This design comes from an exercise in tuning for small area on the open sky130 flow, not from production work. In this exercise RTL edits were held to simulation tests only and were not proved equivalent to the original. The flow treats the clock pin as an ideal source, which a real chip does not have. Power is estimated from default activity; no workload was simulated.

Design link_connection_fsm_top, start of the top module:
module link_connection_fsm_top (
  input  logic        clk,
  input  logic        rst,
  input  logic        in_valid,
  output logic        in_stall,
  input  logic [38:0] in_data,
  output logic        out_valid,
  input  logic        out_stall,
  output logic [44:0] out_data,
  input  logic        cfg_valid,
  output logic        cfg_ready,
  input  logic [3:0]  cfg_index,
  input  logic [31:0] cfg_data
);
  function automatic logic geq16(input logic [15:0] a, input logic [15:0] b);
    logic g;
    g = 1'b1;
    for (int i = 0; i < 16; i++) g = (a[i] & ~b[i]) | ((a[i] | ~b[i]) & g);
    geq16 = g;
  endfunction
  function automatic logic geq8(input logic [7:0] a, input logic [7:0] b);
    logic g;
    g = 1'b1;
    for (int i = 0; i < 8; i++) g = (a[i] & ~b[i]) | ((a[i] | ~b[i]) & g);
    geq8 = g;
  endfunction
  logic [15:0] ct_lo, dt_lo, ht_lo;    
  logic [7:0]  maxr;
  assign cfg_ready = 1'b1;
  wire        lim_big = |cfg_data[31:16];
  wire [15:0] lim_enc = lim_big ? 16'd0 : {cfg_data[15:1], cfg_data[0] | ~(|cfg_data[15:1])};
  wire [15:0] wd_100  = rst ? 16'd100  : lim_enc;
  wire [15:0] wd_1000 = rst ? 16'd1000 : lim_enc;
  wire [7:0]  wd_3    = rst ? 8'd3     : cfg_data[7:0];
  wire        we_ct = rst || (cfg_valid && cfg_index == 4'd0);
  wire        we_dt = rst || (cfg_valid && cfg_index == 4'd1);
  wire        we_ht = rst || (cfg_valid && cfg_index == 4'd2);
  wire        we_mr = rst || (cfg_valid && cfg_index == 4'd3);
  always_ff @(posedge clk) begin
    if (we_ct) ct_lo <= wd_100;
    if (we_dt) dt_lo <= wd_100;
    if (we_ht) ht_lo <= wd_1000;
    if (we_mr) maxr <= wd_3;
  end
  logic       held_valid;
  logic [3:0] h_func;
  logic       take;
  assign in_stall = held_valid && !take;
  wire   accept   = in_valid && !in_stall;
  always_ff @(posedge clk) begin
    if (rst) held_valid <= 1'b0;
    else if (!in_stall) held_valid <= in_valid;
    if (!in_stall) h_func <= in_data[38:35];
  end
  logic [1:0]  st;         
  logic [15:0] tmr;        
  logic [2:0]  reason;
  logic [31:0] uid;        
  logic        r_sc;
  logic [1:0]  r_k;        
  wire [7:0] retry = uid[7:0];
  wire [2:0] frsn  = tmr[2:0];
  assign take = held_valid && (!out_valid || !out_stall);
  wire f_tick = (h_func == 4'd0);
  wire f_conn = (h_func == 4'd1);
  wire f_acc  = (h_func == 4'd2);
  wire f_disc = (h_func == 4'd3);
  ...
Size in the first run: ~480 cells after synthesis, ~120 flip-flops, ~130 I/O pins.
==> module link_connection_fsm_top, before the edit <==
module link_connection_fsm_top (
  input  logic        clk,
  input  logic        rst,
  input  logic        in_valid,
  output logic        in_stall,
  input  logic [38:0] in_data,
  output logic        out_valid,
  input  logic        out_stall,
  output logic [44:0] out_data,
  input  logic        cfg_valid,
  output logic        cfg_ready,
  input  logic [3:0]  cfg_index,
  input  logic [31:0] cfg_data
);
  function automatic logic geq16(input logic [15:0] a, input logic [15:0] b);
    logic g;
    g = 1'b1;
    for (int i = 0; i < 16; i++) g = (a[i] & ~b[i]) | ((a[i] | ~b[i]) & g);
    geq16 = g;
  endfunction
  function automatic logic geq8(input logic [7:0] a, input logic [7:0] b);
    logic g;
    g = 1'b1;
    for (int i = 0; i < 8; i++) g = (a[i] & ~b[i]) | ((a[i] | ~b[i]) & g);
    geq8 = g;
  endfunction
  logic [15:0] ct_lo, dt_lo, ht_lo;    
  logic [7:0]  maxr;
  assign cfg_ready = 1'b1;
  wire        lim_big = |cfg_data[31:16];
  wire [15:0] lim_enc = lim_big ? 16'd0 : {cfg_data[15:1], cfg_data[0] | ~(|cfg_data[15:1])};
  wire [15:0] wd_100  = rst ? 16'd100  : lim_enc;
  wire [15:0] wd_1000 = rst ? 16'd1000 : lim_enc;
  wire [7:0]  wd_3    = rst ? 8'd3     : cfg_data[7:0];
  wire        we_ct = rst || (cfg_valid && cfg_index == 4'd0);
  wire        we_dt = rst || (cfg_valid && cfg_index == 4'd1);
  wire        we_ht = rst || (cfg_valid && cfg_index == 4'd2);
  wire        we_mr = rst || (cfg_valid && cfg_index == 4'd3);
  always_ff @(posedge clk) begin
    if (we_ct) ct_lo <= wd_100;
    if (we_dt) dt_lo <= wd_100;
    if (we_ht) ht_lo <= wd_1000;
    if (we_mr) maxr <= wd_3;
  end
  logic       held_valid;
  logic [3:0] h_func;
  logic       take;
  assign in_stall = held_valid && !take;
  wire   accept   = in_valid && !in_stall;
  always_ff @(posedge clk) begin
    if (rst) held_valid <= 1'b0;
    else if (!in_stall) held_valid <= in_valid;
    if (!in_stall) h_func <= in_data[38:35];
  end
  logic [1:0]  st;         
  logic [15:0] tmr;        
  logic [2:0]  reason;
  logic [31:0] uid;        
  logic        r_sc;
  logic [1:0]  r_k;        
  wire [7:0] retry = uid[7:0];
  wire [2:0] frsn  = tmr[2:0];
  assign take = held_valid && (!out_valid || !out_stall);
  wire f_tick = (h_func == 4'd0);
  wire f_conn = (h_func == 4'd1);
  wire f_acc  = (h_func == 4'd2);
  wire f_disc = (h_func == 4'd3);
  wire f_dack = (h_func == 4'd4);
  wire f_rem  = (h_func == 4'd5);
  wire f_forc = (h_func == 4'd6);
  wire f_act  = (h_func == 4'd7);
  wire f_rst  = (h_func == 4'd8);
  wire f_bad  = h_func[3] && (h_func[2:0] != 3'd0);
  wire s_disc    = (st == 2'd0);
  wire s_conning = (st == 2'd1);
  wire s_conn    = (st == 2'd2);
  wire s_discing = (st == 2'd3);
  wire uid_ld = accept && (in_data[38:35] == 4'd2) && !st[1] && !(held_valid && f_acc);
  wire rsn_ld = accept && (in_data[38:35] == 4'd6);
  logic [15:0] lim;
  always_comb begin
    if (!st[1])     lim = ct_lo;
    else if (st[0]) lim = dt_lo;
    else            lim = ht_lo;
  end
  wire [16:0] tmr_p1 = {1'b0, tmr} + 17'd1;
  wire        hit    = (|lim) && geq16(tmr, lim);
  wire        rfull  = geq8(retry, maxr);
  wire t_hit   = f_tick && hit && !s_disc;
  wire t_retry = t_hit && s_conning && !rfull;
  wire t_fail  = t_hit && s_conning && rfull;       
  wire t_hb    = t_hit && s_conn;                   
  wire t_dto   = t_hit && s_discing;                
  wire v_conn = f_conn && s_disc;
  wire v_acc  = f_acc  && s_conning;
  wire v_disc = f_disc && s_conn;
  wire v_dack = f_dack && s_discing;
  wire v_rem  = f_rem  && !s_disc;
  wire v_forc = f_forc && !s_disc;
  wire invalid = (f_conn && !s_disc) || (f_acc && !s_conning) || (f_disc && !s_conn) ||
                 (f_dack && !s_discing) || (f_rem && s_disc) || f_bad;
  wire to_disc = t_fail || t_hb || t_dto || v_dack || v_rem || v_forc || (f_rst && !s_disc);
  wire sc      = to_disc || v_conn || v_acc || v_disc;
  logic [1:0] st_n;
  always_comb begin
    st_n = st;
    if (to_disc)     st_n = 2'd0;
    else if (v_conn) st_n = 2'd1;
    else if (v_acc)  st_n = 2'd2;
    else if (v_disc) st_n = 2'd3;
  end
  logic       rs_we;
  logic [2:0] rs_n;
  always_comb begin
    rs_we = 1'b1;
    rs_n  = 3'd0;
    if (t_fail)               rs_n = 3'd4;
    else if (t_hb)            rs_n = 3'd3;
    else if (t_dto || v_dack) rs_n = 3'd1;
    else if (v_rem)           rs_n = 3'd2;
    else if (v_forc)          rs_n = frsn;
    else if (v_conn || f_rst) rs_n = 3'd0;
    else rs_we = 1'b0;
  end
  wire tm_count = f_tick && !hit;
  wire tm_we = (f_tick || !(invalid || (f_act && !s_conn))) && !(tm_count && tmr_p1[16]);
  wire [15:0] tmr_n = tm_count ? tmr_p1[15:0] : 16'd1;
  wire rt_we = s_disc || t_retry;
  wire [7:0] retry_n = s_disc ? 8'd0 : retry + 8'd1;
  always_ff @(posedge clk) begin
    if (rst) begin
      st        <= 2'd0;
      reason    <= 3'd0;
      out_valid <= 1'b0;
    end else if (take) begin
      st        <= st_n;
      if (rs_we) reason <= rs_n;
      out_valid <= 1'b1;
    end else if (!out_stall) begin
      out_valid <= 1'b0;
    end
    if (rsn_ld)              tmr[2:0]  <= in_data[2:0];
    else if (take && tm_we)  tmr[2:0]  <= tmr_n[2:0];
    if (take && tm_we)       tmr[15:3] <= tmr_n[15:3];
    if (uid_ld)              uid[7:0]  <= in_data[10:3];
    else if (take && rt_we)  uid[7:0]  <= retry_n;
    if (uid_ld)              uid[31:8] <= in_data[34:11];
    if (take) begin
      r_sc     <= sc;
      r_k[1]   <= invalid || t_fail || t_hb || t_dto;
      r_k[0]   <= t_retry || t_dto || v_dack || v_rem || v_forc;
    end
  end
  assign out_data[44]    = !r_sc && r_k[1];
  assign out_data[43]    = r_sc && r_k[1];
  assign out_data[42]    = r_k[0] && (r_k[1] || !r_sc);
  assign out_data[41:40] = st;
  assign out_data[39:8]  = uid & {32{st[1]}};
  assign out_data[7]     = st[1];
  assign out_data[6:4]   = reason;
  assign out_data[3]     = r_sc && (st == 2'd2);
  assign out_data[2]     = r_sc && (r_k != 2'd0);
  assign out_data[1]     = r_sc && r_k == 2'd2 && reason[2];
  assign out_data[0]     = r_sc;
endmodule
clock: 6.0 ns
lec_check: 0
cap_margin: 20
core_margin: 2
core_utilization: 40
slew_margin: 20
standard.sh (not shown) runs the stock make flow with config.mk's settings and CLKGATE_MAP_FILE= SYNTH_SCRIPT=/design/flow/synth_recipe.tcl, a recipe that flattens the netlist after the stock synthesis.
==> flow/flow/run.sh <==
#!/bin/bash
# The standard ORFS layout with these changes:
#  - synthesis maps the logic with an area-oriented ABC script
#    (flow/synth_area.tcl, flow/area.abc); everything else in it is
#    synth_recipe.tcl's;
#  - port buffers use the smallest buffer cell;
#  - clock tree synthesis uses clkbuf_4 and no dummy loads, and then
#    flow/post_cts.tcl upsizes any clock buffer whose flip-flop clock pins
#    would see a slow edge.
# Floorplan, power grid, taps, placement and routing are the standard flow's.
set -euo pipefail
here=$(pwd)
export AREA_ABC_SCRIPT=$here/flow/area.abc
export BUFFER_PORTS_ARGS="-buffer_cell sky130_fd_sc_hd__buf_1"
export CTS_ARGS="-sink_clustering_enable -repair_clock_nets -dont_use_dummy_load -buf_list sky130_fd_sc_hd__clkbuf_4"
export POST_CTS_TCL=$here/flow/post_cts.tcl
# synthesis: standard.sh's make command with our synthesis script
sed "s#SYNTH_SCRIPT=[^ ]*#SYNTH_SCRIPT=$here/flow/synth_area.tcl#" standard.sh > synth_area.sh
bash synth_area.sh synth > synth.log 2>&1
# the rest of the standard flow
bash standard.sh > standard_flow.log 2>&1
Other scripts of this flow, unchanged in this note and not shown: flow/flow/area.abc, flow/flow/post_cts.tcl, flow/flow/synth_area.tcl
==> next run, changes <==
--- a/flow/design.v
+++ b/flow/design.v
@@ -89,16 +89,14 @@
   wire uid_ld = accept && (in_data[38:35] == 4'd2) && !st[1] && !(held_valid && f_acc);
   wire rsn_ld = accept && (in_data[38:35] == 4'd6);
   logic [15:0] lim;
   always_comb begin
-    if (!st[1])     lim = ct_lo;
-    else if (st[0]) lim = dt_lo;
-    else            lim = ht_lo;
+    lim = ({16{s_conning}} & ct_lo) | ({16{s_conn}} & ht_lo) | ({16{s_discing}} & dt_lo);
   end
   wire [16:0] tmr_p1 = {1'b0, tmr} + 17'd1;
   wire        hit    = (|lim) && geq16(tmr, lim);
   wire        rfull  = geq8(retry, maxr);
-  wire t_hit   = f_tick && hit && !s_disc;
+  wire t_hit   = f_tick && hit;
   wire t_retry = t_hit && s_conning && !rfull;
   wire t_fail  = t_hit && s_conning && rfull;       
   wire t_hb    = t_hit && s_conn;                   
   wire t_dto   = t_hit && s_discing;                
After rerunning: Setup slack gains 0.16 ns; wire length falls by 2.3%; via count rises by 0.65%; clock-buffer cell count stays the same; cell count falls by 0.75%; sequential power hardly moves; non-clock buffer count falls by 3; clock power falls by about 1%; total power falls by 1.4%; design area falls by 0.99%; die area falls by 0.32%; core utilization falls by 0.28 points; area after synthesis falls by 0.32%; first-iteration DRC count falls by 36%.

## static timing again, ports no longer ideal
How much do the figures lean on ideal ports? The routed layouts below were timed once more, with nothing changed but the port constraints. Step 1 sets driving cells, clkbuf_16 on the clock port and buf_2 on the other inputs (assumed; they add their load-dependent delay and slew). Step 2 times the ports against the registers' clock, not the clock port: input delays grow and output delays shrink by t, the midpoint of the rising clock arrivals with the driver on. a / b / c = ideal / step 1 / step 2; a / b = the first two.
run	shift t [ns]	setup WS [ns]	slew at the worst register clock pin (ns)
the first run	0.550	0.499 / 0.499 / 0.499	0.10 / 0.10
the second run	0.540	0.660 / 0.660 / 0.660	0.10 / 0.10
After both steps every run listed still meets setup and hold.
